Context: an optimization exercise on an open-source flow, tuned for small area, a short achievable clock period and few clock cycles per item. The choices shown serve that exercise and are no tape-out recipe. The RTL was checked by simulation tests, not by an equivalence proof against the original design. Power is estimated from default activity; no workload was simulated.

// window_hit_test_move_to_front_top
module window_hit_test_move_to_front_top #(
   parameter int WINDOWS = wht_pkg::WINDOWS_DEFAULT
) (
   input  logic                        clock,
   input  logic                        reset,
   input  logic                        req_valid,
   output logic                        req_ready,
   input  logic                        req_command,
   input  logic [wht_pkg::ID_BITS-1:0] req_window_index,
   input  logic [wht_pkg::X_BITS-1:0]  req_rect_left,
   input  logic [wht_pkg::Y_BITS-1:0]  req_rect_bottom,
   input  logic [wht_pkg::X_BITS-1:0]  req_rect_right,
   input  logic [wht_pkg::Y_BITS-1:0]  req_rect_top,
   input  logic [wht_pkg::X_BITS-1:0]  req_point_x,
   input  logic [wht_pkg::Y_BITS-1:0]  req_point_y,
   output logic                        rsp_valid,
   input  logic                        rsp_ready,
   output logic                        rsp_hit,
   output logic [wht_pkg::ID_BITS-1:0] rsp_selected_window
);
   localparam int QDEPTH = 4;
   localparam int RES_BITS = 1 + wht_pkg::ID_BITS;
   logic                          ready_ff;
   logic                          accept;
   logic                          s1_load_ff, s1_click_ff;
   logic [wht_pkg::ID_BITS-1:0]   s1_idx_ff;
   logic [wht_pkg::X_BITS-1:0]    s1_x_ff;
   logic [wht_pkg::Y_BITS-1:0]    s1_y_ff;
   assign accept = req_valid && ready_ff;
   always_ff @(posedge clock) begin
      if (reset) begin
         s1_load_ff  <= 1'b0;
  ...
For scale: about 3,300 cells after synthesis, about 85 I/O pins.
Settings: LEC_CHECK=0, CAP_MARGIN=20, CORE_MARGIN=2, CORE_UTILIZATION=50, CTS_CLUSTER_DIAMETER=60, CTS_CLUSTER_SIZE=30, SETUP_SLACK_MARGIN=3.5, SLEW_MARGIN=20; clock period 6.0 ns.
run.sh (not shown) runs the stock make flow with config.mk's settings and CLKGATE_MAP_FILE= SYNTH_SCRIPT=/design/flow/synth_recipe.tcl, a recipe that flattens the netlist after the stock synthesis.
The starting point passed the timing, design-rule and antenna checks.
Testbench counts at the start, summed over its fixed seeds: cycles 24,024, items 24,000.
==> next run, changes <==
- ABC_CLOCK_PERIOD_IN_PS: unset -> 2000
- CORE_UTILIZATION: 50 -> 40
- CTS_CLUSTER_DIAMETER: 60 -> unset
- CTS_CLUSTER_SIZE: 30 -> unset
The changed run finished with timing, DRC and antenna clean.
Count of clock-buffer cells in the layout rose by 64.
Core utilization shrinks by 12 points.
Non-clock buffer count is lower by 25.
Power came out higher by 7.6%.
Via count goes down by about 1.4%.
==> next run, changes <==
- ABC_CLOCK_PERIOD_IN_PS: 2000 -> unset
- CORE_UTILIZATION: 40 -> 60
- CTS_CLUSTER_DIAMETER: unset -> 60
- CTS_CLUSTER_SIZE: unset -> 30
The changed run went through all stages and came out clean.
Worst hold slack hardly moves.
Final cell count shrinks by roughly a tenth.
Total power shrinks by roughly a tenth.
Routed wire length climbs by a few percent.
==> next run, changes <==
==> flow/flow/run.sh (new file) <==
#!/bin/bash
# The standard layout with two changes: clock tree synthesis adds no dummy loads to balance
# the leaf buffers, and the ports are buffered with buf_2 rather than the delay buffer that
# buffer_ports picks by itself. The ORFS output goes to standard.log.
set -euo pipefail
export CTS_ARGS="-sink_clustering_enable -repair_clock_nets -dont_use_dummy_load -sink_clustering_size 30 -sink_clustering_max_diameter 60"
export BUFFER_PORTS_ARGS="-buffer_cell sky130_fd_sc_hd__buf_2"
bash standard.sh > standard.log 2>&1
==> flow/standard.sh (new file) <==
#!/bin/bash
# synth_recipe.tcl (not shown) runs the flow's synth.tcl, then flattens the netlist and writes it again
# the make line also repeats each setting of config.mk as NAME=value (left out here)
make -C /OpenROAD-flow-scripts/flow DESIGN_CONFIG=/design/flow/config.mk WORK_HOME=/design/flow/orfs CLKGATE_MAP_FILE= SYNTH_SCRIPT=/design/flow/synth_recipe.tcl "${@:-finish}"
removed: flow/run.sh
Effect: Non-clock buffer count decreases by 8; clock skew is about the same; die area does not change; utilization is lower by 1.9 points; total power goes down by 8.0%; global-route usage shrinks by 1.8 points; maximum frequency shrinks by 8.8%.

========
cedar:
window_hit_test_move_to_front_top, a different RTL version from the one above (not shown whole).
For scale: about 3300 cells after synthesis, ~1000 flip-flops, ~0.041 mm^2 of cells after synthesis.
Design window_hit_test_move_to_front_top, start of the top module:
module window_hit_test_move_to_front_top #(
   parameter int WINDOWS = wht_pkg::WINDOWS_DEFAULT
) (
   input  logic                        clock,
   input  logic                        reset,
   input  logic                        req_valid,
   output logic                        req_ready,
   input  logic                        req_command,
   input  logic [wht_pkg::ID_BITS-1:0] req_window_index,
   input  logic [wht_pkg::X_BITS-1:0]  req_rect_left,
   input  logic [wht_pkg::Y_BITS-1:0]  req_rect_bottom,
   input  logic [wht_pkg::X_BITS-1:0]  req_rect_right,
   input  logic [wht_pkg::Y_BITS-1:0]  req_rect_top,
   input  logic [wht_pkg::X_BITS-1:0]  req_point_x,
   input  logic [wht_pkg::Y_BITS-1:0]  req_point_y,
   output logic                        rsp_valid,
   input  logic                        rsp_ready,
   output logic                        rsp_hit,
   output logic [wht_pkg::ID_BITS-1:0] rsp_selected_window
);
   localparam int QDEPTH = 4;
   localparam int RES_BITS = 1 + wht_pkg::ID_BITS;
   logic                          ready_ff;
   logic                          accept;
   logic                          s1_load_ff, s1_click_ff;
   logic [wht_pkg::ID_BITS-1:0]   s1_idx_ff;
   logic [wht_pkg::RECT_BITS-1:0] s1_rect_ff;
   logic [wht_pkg::X_BITS-1:0]    s1_x_ff;
   logic [wht_pkg::Y_BITS-1:0]    s1_y_ff;
   logic [wht_pkg::X_BITS-1:0]    s1_x_n_ff;
   logic [wht_pkg::Y_BITS-1:0]    s1_y_n_ff;
   assign accept = req_valid && ready_ff;
   always_ff @(posedge clock) begin
      if (reset) begin
         s1_load_ff  <= 1'b0;
         s1_click_ff <= 1'b0;
      end else begin
         s1_load_ff  <= accept && (req_command == wht_pkg::CMD_LOAD);
         s1_click_ff <= accept && (req_command == wht_pkg::CMD_CLICK);
      end
   end
   always_ff @(posedge clock) begin
      s1_idx_ff  <= req_window_index;
  ...
export LEC_CHECK = 0
export CAP_MARGIN = 20
export CORE_MARGIN = 2
export CORE_UTILIZATION = 60
export CTS_CLUSTER_DIAMETER = 60
export CTS_CLUSTER_SIZE = 30
export SETUP_SLACK_MARGIN = 3.5
export SLEW_MARGIN = 20
create_clock -name core_clock -period 6.0 [get_ports {clock}]
standard.sh (not shown) runs the stock make flow with config.mk's settings and CLKGATE_MAP_FILE= SYNTH_SCRIPT=/design/flow/synth_recipe.tcl, a recipe that flattens the netlist after the stock synthesis.
==> flow/flow/run.sh <==
#!/bin/bash
# The standard layout with three changes: clock tree synthesis adds no dummy loads to balance
# the leaf buffers and may use clkbuf_8 as well as clkbuf_16, and the ports are buffered with
# buf_2 rather than the delay buffer that buffer_ports picks by itself. The ORFS output goes to
# standard.log.
set -euo pipefail
export CTS_ARGS="-sink_clustering_enable -repair_clock_nets -dont_use_dummy_load -sink_clustering_size 30 -sink_clustering_max_diameter 60 -root_buf sky130_fd_sc_hd__clkbuf_16 -buf_list {sky130_fd_sc_hd__clkbuf_8 sky130_fd_sc_hd__clkbuf_16}"
export BUFFER_PORTS_ARGS="-buffer_cell sky130_fd_sc_hd__buf_2"
bash standard.sh > standard.log 2>&1
Testbench counts of cedar, summed over its fixed seeds: cycles 24,024, items 24,000.
Setup changes, cedar to maple
==> flow/run.sh (new file) <==
#!/bin/bash
# synth_recipe.tcl (not shown) runs the flow's synth.tcl, then flattens the netlist and writes it again
# the make line also repeats each setting of config.mk as NAME=value (left out here)
make -C /OpenROAD-flow-scripts/flow DESIGN_CONFIG=/design/flow/config.mk WORK_HOME=/design/flow/orfs CLKGATE_MAP_FILE= SYNTH_SCRIPT=/design/flow/synth_recipe.tcl finish
removed: flow/flow/run.sh
removed: flow/standard.sh
[summary]
maple closes out successfully: all stages finished, all timing, DRC and antenna checks passed. Changes observed in maple relative to cedar: total inserted antenna cells now sits lower; latest clock arrival within the worst-skew pair level; fraction of final layout cells with drive strength greater than 1 went up; total vias in the final route grew by 0.49%; sequential cell area fraction in the yosys report roughly the same. Total power (maple vs. cedar) increases by a little under 10%.
> inputs changed (maple -> indigo)
==> flow/flow/run.sh (new file) <==
#!/bin/bash
# The standard layout with two changes: clock tree synthesis adds no dummy loads to balance
# the leaf buffers, and the ports are buffered with buf_2 rather than the delay buffer that
# buffer_ports picks by itself. The ORFS output goes to standard.log.
set -euo pipefail
export CTS_ARGS="-sink_clustering_enable -repair_clock_nets -dont_use_dummy_load -sink_clustering_size 30 -sink_clustering_max_diameter 60"
export BUFFER_PORTS_ARGS="-buffer_cell sky130_fd_sc_hd__buf_2"
bash standard.sh > standard.log 2>&1
==> flow/standard.sh (new file) <==
#!/bin/bash
# synth_recipe.tcl (not shown) runs the flow's synth.tcl, then flattens the netlist and writes it again
# the make line also repeats each setting of config.mk as NAME=value (left out here)
make -C /OpenROAD-flow-scripts/flow DESIGN_CONFIG=/design/flow/config.mk WORK_HOME=/design/flow/orfs CLKGATE_MAP_FILE= SYNTH_SCRIPT=/design/flow/synth_recipe.tcl "${@:-finish}"
removed: flow/run.sh
--- outcome ---
On non-clock buffer area fraction after layout: indigo sits below maple. From maple to indigo the numbers moved as follows: met3 routing resource usage after global routing flat; total power now sits lower; post-route worst setup slack grew by 0.0088 ns; upper clock frequency limit went up by 1.2 MHz. Sort indigo and maple by count of non-CTS inverters in the layout asc -> top: maple. Compared with maple, indigo shows a lower global-route usage. Taking maple as the reference, in indigo number of vias per cell now larger; routed wire length fell about 0.6%; sum of met2 wire segment lengths after detailed routing roughly the same.
Changes in yarrow relative to indigo:
Settings: SETUP_SLACK_MARGIN changed from 3.5 to 3.7.
Findings:
Re count of flip-flops with a built-in enable after synthesis: no difference whatsoever between yarrow and indigo. yarrow: done, clean on timing, DRC and antenna. The final instance area number comes out lower for indigo vs yarrow. On sequential share of layout area: between yarrow and indigo, it ends up higher for indigo. On count of clock-buffer cells in the layout: between yarrow and indigo, it ends up lower for indigo.

-- static timing again, ports no longer ideal --
No port has a modelled driver above. Below, the same layouts with a new extraction and two added sets of constraints.
Step 1 sets driving cells, clkbuf_16 on the clock port and buf_2 on the other inputs (assumed; they add their load-dependent delay and slew).
Step 2 adds t to the input delays and takes it off the output delays; t is the mean of the earliest and latest rising clock arrival at the registers after step 1. Input paths then give back, and output paths get back, about the clock's delay inside the block.
Slacks: ideal / step 1 / step 2; pairs: ideal / step 1.
| run | t (ns) | setup slack, ns | hold WS [ns] | worst setup path at the end | latest minus earliest clock arrival (ns) |
|---|---|---|---|---|---|
| the first run of note 1 | 0.700 | 3.367 / 3.367 / 2.874 | 0.452 / 0.452 / 0.452 | input to register | 0.035 / 0.034 |
| the second run of note 1 | 0.750 | 3.506 / 3.505 / 2.782 | 0.454 / 0.454 / 0.454 | input to register | 0.055 / 0.055 |
| the third run of note 1 | 0.736 | 3.485 / 3.453 / 2.717 | 0.452 / 0.452 / 0.452 | input to register | 0.050 / 0.050 |
| the fourth run of note 1 | 0.706 | 3.243 / 3.234 / 2.529 | 0.447 / 0.447 / 0.447 | input to register | 0.056 / 0.055 |
| cedar | 0.720 | 3.339 / 3.339 / 2.945 | 0.449 / 0.449 / 0.449 | input to register | 0.056 / 0.055 |
| maple | 0.733 | 3.330 / 3.330 / 2.965 | 0.466 / 0.466 / 0.466 | input to register | 0.040 / 0.040 |
| indigo | 0.720 | 3.339 / 3.339 / 2.945 | 0.449 / 0.449 / 0.449 | input to register | 0.056 / 0.055 |
| yarrow | 0.721 | 3.325 / 3.325 / 3.136 | 0.459 / 0.459 / 0.459 | input to register | 0.077 / 0.078 |
After both steps every run listed still meets setup and hold. For the third run of note 1, which loses most, drivers alone change the setup slack by -0.032 ns; drivers and shift together by -0.768 ns.
